What follows belongs to an exercise in optimizing a design on an open flow for small area, a short achievable clock period and few clock cycles per item; a production flow would make more cautious choices. At most, simulation tests tie the RTL to the original design; equivalence was not proved. Only the layout flow was run in run 1; the RTL was not checked for function there. Power figures rest on the tool's default switching activity, not on a simulated workload.

## flow/run.sh

```bash
#!/bin/bash
# synth_recipe.tcl (not shown) runs the flow's synth.tcl, then flattens the netlist and writes it again
# the make line also repeats each setting of config.mk as NAME=value (left out here)
make -C /OpenROAD-flow-scripts/flow DESIGN_CONFIG=/design/flow/config.mk WORK_HOME=/design/flow/orfs CLKGATE_MAP_FILE= SYNTH_SCRIPT=/design/flow/synth_recipe.tcl finish
```

## flow/config.mk

```make
export PLATFORM = sky130hd
export DESIGN_NAME = frequency_ordered_list_top
export DESIGN_NICKNAME = frequency_ordered_list_top
export VERILOG_FILES = /design/flow/design.v
export SDC_FILE = /design/flow/constraint.sdc
export NUM_CORES = 4
export LEC_CHECK = 0
export CAP_MARGIN = 20
export CORE_MARGIN = 2
export CORE_UTILIZATION = 40
export SETUP_SLACK_MARGIN = 0.3
export SLEW_MARGIN = 20
```

## flow/constraint.sdc

```tcl
create_clock -name core_clock -period 5.0 [get_ports {clk_i}]
set_input_delay 1.0000 -clock core_clock [delete_from_list [all_inputs] [get_ports {clk_i}]]
set_output_delay 1.0000 -clock core_clock [all_outputs]
set_load 0.01 [all_outputs]
```

## flow/design.v

```verilog
package fol_pkg;
  localparam int unsigned KEY_W       = 8;
  localparam int unsigned POS_W       = 3;
  localparam int unsigned HIT_COUNT_W = 16;
  localparam int unsigned ENTRIES     = 8;
endpackage
module fol_ctrl (
  input  logic clk_i,
  input  logic rst_ni,
  input  logic in_valid_i,
  output logic in_ready_o,
  output logic out_valid_o,
  input  logic out_ready_i,
  output logic load_o,    
  output logic fire_o     
);
  logic lv_q;    
  logic ov_q;    
  assign fire_o     = lv_q && (!ov_q || out_ready_i);
  assign in_ready_o = !lv_q || !ov_q || out_ready_i;
  assign load_o     = in_ready_o;
  always_ff @(posedge clk_i or negedge rst_ni) begin
    if (!rst_ni) begin
      lv_q <= 1'b0;
      ov_q <= 1'b0;
    end else begin
      if (in_ready_o) lv_q <= in_valid_i;
      if (fire_o) ov_q <= 1'b1;
      else if (out_ready_i) ov_q <= 1'b0;
    end
  end
  assign out_valid_o = ov_q;
endmodule
module fol_datapath (
  input  logic                              clk_i,
  input  logic                              rst_ni,
  input  logic                              load_i,
  input  logic                              fire_i,
  input  logic [fol_pkg::KEY_W-1:0]         key_i,
  output logic                              hit_o,
  output logic [fol_pkg::POS_W-1:0]         old_position_o,
  output logic [fol_pkg::POS_W-1:0]         new_position_o,
  output logic [fol_pkg::HIT_COUNT_W-1:0]   hit_count_o
);
  localparam int unsigned N  = fol_pkg::ENTRIES;
  localparam int unsigned PW = fol_pkg::POS_W;
  localparam int unsigned CW = fol_pkg::HIT_COUNT_W;
  logic [N-1:0]  sel_q;           
  logic [CW-1:0] c_q;             
  logic [CW-1:0] cnt_q [N];       
  logic [N-1:0]  ahd_q [N];       
  logic [N-1:0]  sel_in;
  logic [CW-1:0] c_in, c_new;
  logic [N-1:0]  gt, col;
  logic          hit;
  logic [PW-1:0] p, d;
  always_comb begin
    c_in = '0;
    for (int j = 0; j < N; j++) begin
      sel_in[j] = (key_i == fol_pkg::KEY_W'(j + 1));
      c_in      = c_in | (cnt_q[j] & {CW{sel_in[j]}});
    end
    if (fire_i && |(sel_in & sel_q)) c_in = c_new;
  end
  always_ff @(posedge clk_i) begin
    if (load_i) begin
      sel_q <= sel_in;
      c_q   <= c_in;
    end
  end
  always_comb begin
    hit   = |sel_q;
    c_new = (c_q == '1) ? c_q : c_q + CW'(1);
    for (int j = 0; j < N; j++)
      gt[j] = {1'b0, cnt_q[j]} > ({1'b0, c_q} + 17'd1);
    col = '0;
    for (int j = 0; j < N; j++)
      for (int m = 0; m < N; m++)
        if (j < m)      col[j] = col[j] | (sel_q[m] & ahd_q[j][m]);
        else if (j > m) col[j] = col[j] | (sel_q[m] & !ahd_q[m][j]);
    p = '0;
    d = '0;
    for (int j = 0; j < N; j++) begin
      p = p + PW'(col[j]);
      d = d + PW'(gt[j] & hit);
    end
  end
  always_ff @(posedge clk_i or negedge rst_ni) begin
    if (!rst_ni) begin
      for (int j = 0; j < N; j++) begin
        cnt_q[j] <= '0;
        for (int m = j + 1; m < N; m++) ahd_q[j][m] <= 1'b1;
      end
    end else if (fire_i) begin
      for (int j = 0; j < N; j++) begin
        if (sel_q[j]) cnt_q[j] <= c_new;
        for (int m = j + 1; m < N; m++) begin
          if (sel_q[m])      ahd_q[j][m] <= ahd_q[j][m] & gt[j];
          else if (sel_q[j]) ahd_q[j][m] <= ahd_q[j][m] | !gt[m];
        end
      end
    end
  end
  logic                hit_q;
  logic [PW-1:0]       old_q, new_q;
  logic [CW-1:0]       hc_q;
  always_ff @(posedge clk_i) begin
    if (fire_i) begin
      hit_q <= hit;
      old_q <= p;
      new_q <= d;
      hc_q  <= c_new & {CW{hit}};
    end
  end
  assign hit_o          = hit_q;
  assign old_position_o = old_q;
  assign new_position_o = new_q;
  assign hit_count_o    = hc_q;
endmodule
module frequency_ordered_list_top (
  input  logic                              clk_i,
  input  logic                              rst_ni,
  input  logic                              in_valid_i,
  output logic                              in_ready_o,
  input  logic [fol_pkg::KEY_W-1:0]         in_key_i,
  output logic                              out_valid_o,
  input  logic                              out_ready_i,
  output logic                              out_hit_o,
  output logic [fol_pkg::POS_W-1:0]         out_old_position_o,
  output logic [fol_pkg::POS_W-1:0]         out_new_position_o,
  output logic [fol_pkg::HIT_COUNT_W-1:0]   out_hit_count_o
);
  logic load, fire;
  fol_ctrl u_ctrl (
    .clk_i      (clk_i),
    .rst_ni     (rst_ni),
    .in_valid_i (in_valid_i),
    .in_ready_o (in_ready_o),
    .out_valid_o(out_valid_o),
    .out_ready_i(out_ready_i),
    .load_o     (load),
    .fire_o     (fire)
  );
  fol_datapath u_dp (
    .clk_i         (clk_i),
    .rst_ni        (rst_ni),
    .load_i        (load),
    .fire_i        (fire),
    .key_i         (in_key_i),
    .hit_o         (out_hit_o),
    .old_position_o(out_old_position_o),
    .new_position_o(out_new_position_o),
    .hit_count_o   (out_hit_count_o)
  );
endmodule
```

==> results.cfg, run 1 <==
[routing]
drt_iter0_drc = 1202
drtAntennaViolNets = 0
drc_errors = 0
routed_via_density = 6.04
wl_per_cell_microns = 25.7
route.final.wire_length_microns = 45700
vias = 10800
firstDrtPassIters = 7

[clock_network]
cts-hold-fix-buffers = 0
cts_made_buffers = 24
cts_tree = done
htreeDepth = 1
clockBufferDepth = 3
clkTransAtPathRegs_ns = 0.06
clock-sinks = 205
clock_latency_ns = 0.54
cts-root-buf = clkbuf_16

[synthesis]
ys_types = 77
yosysWarnings = 4
synth_top_area_share_pct = 26.5
synthesis.nets = 1385
ys_seq_area_share_pct = 44.0
synth_edf_count = 47
ys_top_cells_by_area = dfrtp_1 27%, ha_1 12%, edfxtp_1 11%, o21ai_0 7.0%, dfstp_2 6.0%
async_reset_ff_share_pct = 77.1
synthCells = 1245
yosys.area.top_type = dfrtp_1
syn_area_per_cell_sq_um = 9.86
syn-cell-area_sq_um = 12300
synth-main-ff-cell = dfrtp_1
ys_ff_latch = 205

[grt]
grt_usage_pct = 29.0
grt_pass1_wl_microns = 67900
grt_remaining_overflow = 0
antenna_found_initial = 1
grt_max_degree = 92
first_global_vias = 10300

[timing]
max-slew-margin-rel_pct = 27.5
worstMarginPinSlew_ns = 1.09
finClkSkew_ns = 0.0193
maxSlewViolCount = 0
fmax_mhz = 195
finalHoldViolations = 0
rsz0062_at_grt = yes
tns_ns = -0.251
setup_viol_count_final = 2
min_period_over_period_pct = 103
layout_setup_ws_ns = -0.137
period_needed_ns = 5.14

[layout]
finalInstanceArea_sq_um = 14900
fillers = 2818
final_core_util_pct = 49.0
layout_common_cells = 186 x nand2_1, 171 x o21ai_0, 130 x dfrtp_1
nets = 1509
layout-drive-gt1-share_pct = 17.6
layout.cells.non_filler = 1783
antenna_cells = 0
area_growth_pct = 21.5
layout_commonest_cell = nand2_1

[setup_path]
cp_slowest_stage_delay_ns = 0.49
crit_family = adder cells
critical-path-slowest-cell = fa_1
worstSetupPathType = flop to flop
crit_arrival_ns = 5.43
path_buf_inv = 2
endpoint_kind = flop
critical_path.max_fanout = 5
cp.required_ns = 5.29
crit_cells = 19
start_kind = flop
crit_chain = ha_4 -> nand3_4 -> nor2_4 -> nand2_4 -> xor2_4 -> ha_4 -> buf_6 -> nand4_1 -> or3_1 -> or4_4 -> o211a_4 -> nand2_2 -> fa_1 -> fa_1 -> inv_1 -> fa_1 -> ha_2 -> fa_2 -> xor2_1
crit_path_frequent_cell = fa_1
r2r_cells = 19

[die]
start_util_pct = 40.3
die_y_microns = 179
ioPinCount = 37
std_cell_rows = 64
die_x_microns = 179
dieArea_sq_um = 32100
coreArea_sq_um = 30400

[status]
status = finished with violations
violatedChecks = setup timing

[run]
cap_violations = 0

[worst_hold_path]
hold_class = flop to flop
min_path_cells = 2

[place]
place.gp.congestion = 0.995
port_buffers = 36
dpl.hpwl_microns = 34800
place_area_sq_um = 13900
dp.cells = 1732

[power]
power.ir.vdd_worst_mv = 0.233
powerDensity_nw_per_um2 = 459
power_uw = 6850
p_leak_uw = 0.00666
registers in the layout, indices dropped and copies added, names as in the netlist:
signal / flops
u_dp.hit_q: 1
u_ctrl.ov_q: 1
u_dp.sel_q: 8
u_ctrl.lv_q: 1
u_dp.hc_q: 16
u_dp.ahd_q: 28
u_dp.cnt_q: 128
u_dp.c_q: 16
u_dp.old_q: 3
u_dp.new_q: 3
tightest hold or removal path, cell delays in order, from the launching register on:
cell and delay (ns):
dfstp_2 0.37, inv_1 0.04, o22ai_1 0.05
kinds of logic after synthesis:
logic type / Yosys count / share of synthesized area, %
mux: 18 / 1.48
compound gates: 391 / 20.8
flops: 205 / 44.0
simple gates: 374 / 14.6
fa+ha+maj: 130 / 13.7
buf+inv: 102 / 3.14
xor+xnor: 25 / 2.19
through the flow:
step | setup WS, ns | hold slack [ns]
2_1_floorplan | -0.0209 | 0.452
3_3_place_gp | -0.345 | 0.465
3_5_place_dp | -0.310 | 0.467
4_1_cts | -0.103 | 0.476
5_1_grt | -0.294 | 0.499
6_report | -0.137 | 0.472
per-layer routing:
layer	global-route usage (%)	wire length, microns
met5	0	0
met4	10.5	1710
met3	7.40	3940
met2	43.0	19600
met1	41.0	20500
what timing repair did:
action | CTS | global route
pin swaps | 5 | 6
gates resized for setup | 12 | 11
setup buffers | 4 | 3
endpoints found under the setup margin | 3 | 3
where the power goes:
part / leakage [uW] / switching [uW] / internal, uW
clock: 0.000387 / 707 / 1060
combinational: 0.00377 / 1370 / 1070
sequential: 0.00250 / 423 / 2220
total: 0.00666 / 2500 / 4350
worst paths after layout:
path | start | to | slack (ns)
setup / recovery | u_dp.c_q[0]$_DFFE_PP_ | u_dp.new_q[2]$_DFFE_PP_ | -0.14
setup reg to reg | u_dp.c_q[0]$_DFFE_PP_ | u_dp.new_q[2]$_DFFE_PP_ | -0.14
hold / removal | u_dp.ahd_q[5][7]$_DFFE_PN1P_ | u_dp.ahd_q[5][7]$_DFFE_PN1P_ | 0.47
max in group asynchronous | rst_ni | u_dp.cnt_q[2][12]$_DFFE_PN0P_ | 3.61
hold reg to reg | u_dp.ahd_q[5][7]$_DFFE_PN1P_ | u_dp.ahd_q[5][7]$_DFFE_PN1P_ | 0.47
min in group asynchronous | rst_ni | u_dp.cnt_q[6][3]$_DFFE_PN0P_ | 0.52
cell type report:
| type | instances | area [sq um] | area share [%] |
|---|---|---|---|
| clock buffer | 40 | 743 | 4.98 |
| timing repair buffer | 162 | 1350 | 9.04 |
| inverter | 38 | 143 | 0.956 |
| tap | 396 | 495 | 3.32 |
| multi-input combinational | 938 | 6740 | 45.2 |
| sequential | 205 | 5400 | 36.2 |
| clock inverter | 4 | 48.8 | 0.327 |
synth_stat cells, types with 20 or more instances:
cell and count:
ha_1 120, dfrtp_1 130, edfxtp_1 47, a21oi_1 37, dfstp_2 28, nand2_1 189
inv_1 35, nand3_1 20, clkbuf_1 61, o21ai_0 171, a222oi_1 36, nor2_1 52
==> run 2, diff against run 1 <==
--- a/flow/design.v
+++ b/flow/design.v
@@ -46,57 +46,45 @@
   localparam int unsigned PW = fol_pkg::POS_W;
   localparam int unsigned CW = fol_pkg::HIT_COUNT_W;
   logic [N-1:0]  sel_q;           
-  logic [CW-1:0] c_q;             
   logic [CW-1:0] cnt_q [N];       
-  logic [N-1:0]  ahd_q [N];       
-  logic [N-1:0]  sel_in;
-  logic [CW-1:0] c_in, c_new;
-  logic [N-1:0]  gt, col;
-  logic          hit;
+  logic [PW-1:0] pos_q [N];       
+  logic [CW-1:0] c, c_new;
   logic [PW-1:0] p, d;
-  always_comb begin
-    c_in = '0;
-    for (int j = 0; j < N; j++) begin
-      sel_in[j] = (key_i == fol_pkg::KEY_W'(j + 1));
-      c_in      = c_in | (cnt_q[j] & {CW{sel_in[j]}});
-    end
-    if (fire_i && |(sel_in & sel_q)) c_in = c_new;
-  end
+  logic [N-1:0]  gt, bump;
   always_ff @(posedge clk_i) begin
     if (load_i) begin
-      sel_q <= sel_in;
-      c_q   <= c_in;
+      for (int j = 0; j < N; j++)
+        sel_q[j] <= (key_i == fol_pkg::KEY_W'(j + 1));
     end
   end
   always_comb begin
-    hit   = |sel_q;
-    c_new = (c_q == '1) ? c_q : c_q + CW'(1);
-    for (int j = 0; j < N; j++)
-      gt[j] = {1'b0, cnt_q[j]} > ({1'b0, c_q} + 17'd1);
-    col = '0;
-    for (int j = 0; j < N; j++)
-      for (int m = 0; m < N; m++)
-        if (j < m)      col[j] = col[j] | (sel_q[m] & ahd_q[j][m]);
-        else if (j > m) col[j] = col[j] | (sel_q[m] & !ahd_q[m][j]);
+    c = '0;
     p = '0;
+    for (int j = 0; j < N; j++) begin
+      c = c | (cnt_q[j] & {CW{sel_q[j]}});
+      p = p | (pos_q[j] & {PW{sel_q[j]}});
+    end
+    c_new = (c == '1) ? c : c + CW'(1);
     d = '0;
     for (int j = 0; j < N; j++) begin
-      p = p + PW'(col[j]);
-      d = d + PW'(gt[j] & hit);
+      gt[j]   = cnt_q[j] > c_new;
+      bump[j] = !gt[j] && (pos_q[j] < p);
+      d       = d + PW'(gt[j]);
     end
   end
   always_ff @(posedge clk_i or negedge rst_ni) begin
     if (!rst_ni) begin
       for (int j = 0; j < N; j++) begin
         cnt_q[j] <= '0;
-        for (int m = j + 1; m < N; m++) ahd_q[j][m] <= 1'b1;
+        pos_q[j] <= PW'(j);
       end
     end else if (fire_i) begin
       for (int j = 0; j < N; j++) begin
-        if (sel_q[j]) cnt_q[j] <= c_new;
-        for (int m = j + 1; m < N; m++) begin
-          if (sel_q[m])      ahd_q[j][m] <= ahd_q[j][m] & gt[j];
-          else if (sel_q[j]) ahd_q[j][m] <= ahd_q[j][m] | !gt[m];
+        if (sel_q[j]) begin
+          cnt_q[j] <= c_new;
+          pos_q[j] <= d;
+        end else if (bump[j]) begin
+          pos_q[j] <= pos_q[j] + PW'(1);
         end
       end
     end
@@ -106,10 +94,10 @@
   logic [CW-1:0]       hc_q;
   always_ff @(posedge clk_i) begin
     if (fire_i) begin
-      hit_q <= hit;
+      hit_q <= |sel_q;
       old_q <= p;
-      new_q <= d;
-      hc_q  <= c_new & {CW{hit}};
+      new_q <= d & {PW{|sel_q}};
+      hc_q  <= c_new & {CW{|sel_q}};
     end
   end
   assign hit_o          = hit_q;
==> run 2 against run 1 <==
Critical endpoint is now u_dp.pos_q[1][1]$_DFFE_PN0P_. Cell count grew 23%. Total power grew 87%. Count of clock-buffer cells in the layout shrank 22. Combinational power grew to 3.7 times the previous value. Still fails the layout checks on setup timing. Synthesized area grew 3.5%. Hold slack gained 0.050 ns. Critical path depth grew 16. Highest routed layer unchanged.
==> results.cfg, run 2 <==
[status]
status = finished with violations
violatedChecks = setup timing

[setup_path]
crit_cells = 35
crit_family = adder cells
r2r_slack_ns = -1.57
start_kind = flop
path_buf_inv = 11
r2r_end = u_dp.pos_q[1][1]$_DFFE_PN0P_
cp.required_ns = 5.34
r2r_start = u_dp.sel_q[3]$_DFFE_PP_
crit_end = u_dp.pos_q[1][1]$_DFFE_PN0P_
worstSetupPathType = flop to flop
r2r_cells = 35
critical-path-slowest-cell = fa_1
crit_start = u_dp.sel_q[3]$_DFFE_PP_
critical_path.max_fanout = 5
crit_path_frequent_cell = inv_2
endpoint_kind = flop
cp_slowest_stage_delay_ns = 0.51
crit_arrival_ns = 6.91

[layout]
final_core_util_pct = 56.2
layout_common_cells = 339 x buf_4, 187 x nand2_1, 159 x o21ai_0
layout_commonest_cell = buf_4
nets = 1915
layout-drive-gt1-share_pct = 32.0
top_regs = u_dp.cnt_q: 128 flops, u_dp.pos_q: 24 flops, u_dp.hc_q: 16 flops
antenna_cells = 0
fillers = 2742
area_growth_pct = 38.9
largest_register = u_dp.cnt_q
largest_register_ffs = 128
finalInstanceArea_sq_um = 17600

[routing]
wl_per_cell_microns = 20.8
firstDrtPassIters = 5
drt_iter0_drc = 1038
drtAntennaViolNets = 0
vias = 12700
route.final.wire_length_microns = 45600
routed_via_density = 5.81
drc_errors = 0

[synthesis]
yosysWarnings = 4
synth_fa_ha_area_share_pct = 12.7
syn-cell-area_sq_um = 12700
synth-simple-area-share_pct = 17.9
synthXorXnorAreaFrac_pct = 1.28
synth_top_family_by_area = compound AO/OA/AOI/OAI gates
synth_common_cells = 196 x nand2_1, 177 x o21ai_0, 142 x dfrtp_1
syn_area_per_cell_sq_um = 8.90
yosysMostFrequentCell = nand2_1
yosys.area.top_type = dfrtp_1
ys_types = 70
ys_top_cells_by_area = dfrtp_1 28%, ha_1 12%, edfxtp_1 7.3%, o21ai_0 7.0%, nand2_1 5.8%
synth_edf_count = 31
synthCells = 1427
synth_compound_area_share_pct = 24.2
synth-main-ff-cell = dfrtp_1
async_reset_ff_share_pct = 83.2
synthesis.nets = 1566
ys_seq_area_share_pct = 37.8
muxShareOfSynthArea_pct = 0.926
synth_top_area_share_pct = 28.0
ys_ff_latch = 185

[clock_network]
clock-sinks = 185
cts_made_buffers = 17
cts-root-buf = clkbuf_16
htreeDepth = 4
clock_latency_ns = 0.46
clkTransAtPathRegs_ns = 0.08
clockBufferDepth = 2
cts_tree = done

[grt]
first_global_vias = 12300
antenna_found_initial = 0
grt_remaining_overflow = 0
grt_usage_pct = 27.6
grt_pass1_wl_microns = 70300
grt_max_degree = 93

[timing]
layout_setup_ws_ns = -1.57
finClkSkew_ns = 0.0116
rsz0062_at_grt = yes
period_needed_ns = 6.57
max-slew-margin-rel_pct = 22.7
fmax_mhz = 152
tns_ns = -39.24
worstMarginPinSlew_ns = 1.15
maxSlewViolCount = 0
min_period_over_period_pct = 131
setup_viol_count_final = 27
finalHoldViolations = 0

[die]
die_y_microns = 182
dieArea_sq_um = 33200
ioPinCount = 37
std_cell_rows = 65
die_x_microns = 182
coreArea_sq_um = 31400
start_util_pct = 40.5

[run]
cap_violations = 0

[worst_hold_path]
hold_class = flop to flop

[power]
power.ir.vdd_worst_mv = 1.36
powerDensity_nw_per_um2 = 727
switching_power_uw = 5630
combPwrFrac_pct = 71.4
seqPwrFrac_pct = 17.4
p_leak_uw = 0.00814
pwr-share-clk_pct = 11.2
p_int_uw = 7200
swShare_pct = 43.9

[place]
dpl.hpwl_microns = 34200
place_area_sq_um = 16100
port_buffers = 36
place.gp.congestion = 0.958
-- run 2: power groups by stage --
stage / logic, uW / clock network [uW] / registers (uW)
after floorplan: 4130 / 0 / 2190
after global placement: 7160 / 0 / 2230
after detailed placement: 7250 / 0 / 2220
after CTS: 7730 / 1460 / 2200
after global routing: 9790 / 1520 / 2260
final: 9160 / 1440 / 2230
-- run 2: final cells by class --
| class | count | area (sq um) | area share (%) |
|---|---|---|---|
| Multi-Input combinational cell | 1087 | 8030 | 45.5 |
| Sequential cell | 185 | 4800 | 27.2 |
| Timing Repair Buffer | 407 | 3410 | 19.3 |
| Tap cell | 402 | 503 | 2.85 |
| Clock buffer | 18 | 429 | 2.43 |
| Inverter | 78 | 293 | 1.66 |
| Clock inverter | 14 | 170 | 0.965 |
-- run 2: through the flow --
stage	hold WS [ns]	power, uW	std cells	setup slack (ns)
final	0.522	12800	2191	-1.57
after global routing	0.580	13600	2191	-1.81
after CTS	0.528	11400	2170	-1.50
after detailed placement	0.506	9480	2121	-1.87
after global placement	0.506	9390	2120	-1.73
after floorplan	0.472	6320	1427	-1.48
-- run 2: worst reg2reg max path, delay by kind of cell, from the launching register on --
kind	cells	cell delay [ns]
xor gates and xnor gates	1	0.16
adders and majority gates	6	2.26
buffers and inverters	11	1.23
AOI/OAI and AO/OA	6	0.89
DFF	1	0.38
muxes	1	0.32
and+or+nand+nor	10	1.21
-- run 2: repair_timing --
item | 4_1_cts | 5_1_grt
buffers inserted | 16 | 21
hold buffers | 0 | 0
gates cloned | 1 | 0
setup endpoints to repair | 27 | 27
gates resized for setup | 54 | 88
pin swaps | 16 | 44
-- run 2: routing by layer --
| layer | up-vias | part of all wire [%] | global-route usage [%] |
|---|---|---|---|
| met1 | 6180 | 45 | 38.5 |
| li1 | 5997 | - | - |
| met2 | 455 | 46 | 44.3 |
| met3 | 87 | 5.8 | 4.11 |
| met4 | 0 | 3.1 | 8.97 |
| met5 | - | 0 | 0 |
-- run 2: worst min-delay path by stage --
stage / startpoint / end / slack [ns] / cells past startpoint
2_1_floorplan: u_dp.cnt_q[3][0]$_DFFE_PN0P_ / u_dp.cnt_q[3][0]$_DFFE_PN0P_ / 0.47 / 2
3_3_place_gp: u_ctrl.lv_q$_DFFE_PN0P_ / u_ctrl.ov_q$_DFFE_PN0P_ / 0.51 / 1
3_5_place_dp: u_ctrl.lv_q$_DFFE_PN0P_ / u_ctrl.ov_q$_DFFE_PN0P_ / 0.51 / 1
4_1_cts: u_ctrl.lv_q$_DFFE_PN0P_ / u_ctrl.ov_q$_DFFE_PN0P_ / 0.53 / 1
5_1_grt: u_dp.pos_q[2][1]$_DFFE_PN1P_ / u_dp.pos_q[2][1]$_DFFE_PN1P_ / 0.58 / 2
6_report: u_ctrl.lv_q$_DFFE_PN0P_ / u_ctrl.ov_q$_DFFE_PN0P_ / 0.52 / 1
-- run 2: cell families (layout without fill, tap and decap cells) --
logic type | Yosys count | after routing
AO/OA/AOI/OAI | 470 | 470
AND/OR/NAND/NOR | 463 | 463
flip-flops | 185 | 185
buffers and inverters | 155 | 517
adder cells (fa/ha/maj) | 127 | 127
XOR/XNOR | 16 | 16
multiplexers | 11 | 11
Testbench counts of run 2, summed over its fixed seeds: cycles 12,016, items 12,000.

==> static timing again, ports no longer ideal <==
Ports are ideal in the flow. The routed layouts listed here were re-timed in OpenROAD.
Step 1 assumes that a clkbuf_16 drives the clock port and a buf_2 every other input.
Step 2 also shifts input and output timing later by t, the mid clock arrival at the registers, as if the neighbouring blocks saw the same clock.
a / b / c = ideal ports / drivers / drivers and shift; a / b = the first two.
run	shift t [ns]	setup WS [ns]	hold slack, ns	pins driven straight from the clock port
run 1	0.573	-0.137 / -0.137 / -0.137	0.472 / 0.472 / 0.472	1
run 2	0.499	-1.574 / -1.574 / -1.574	0.522 / 0.522 / 0.522	1
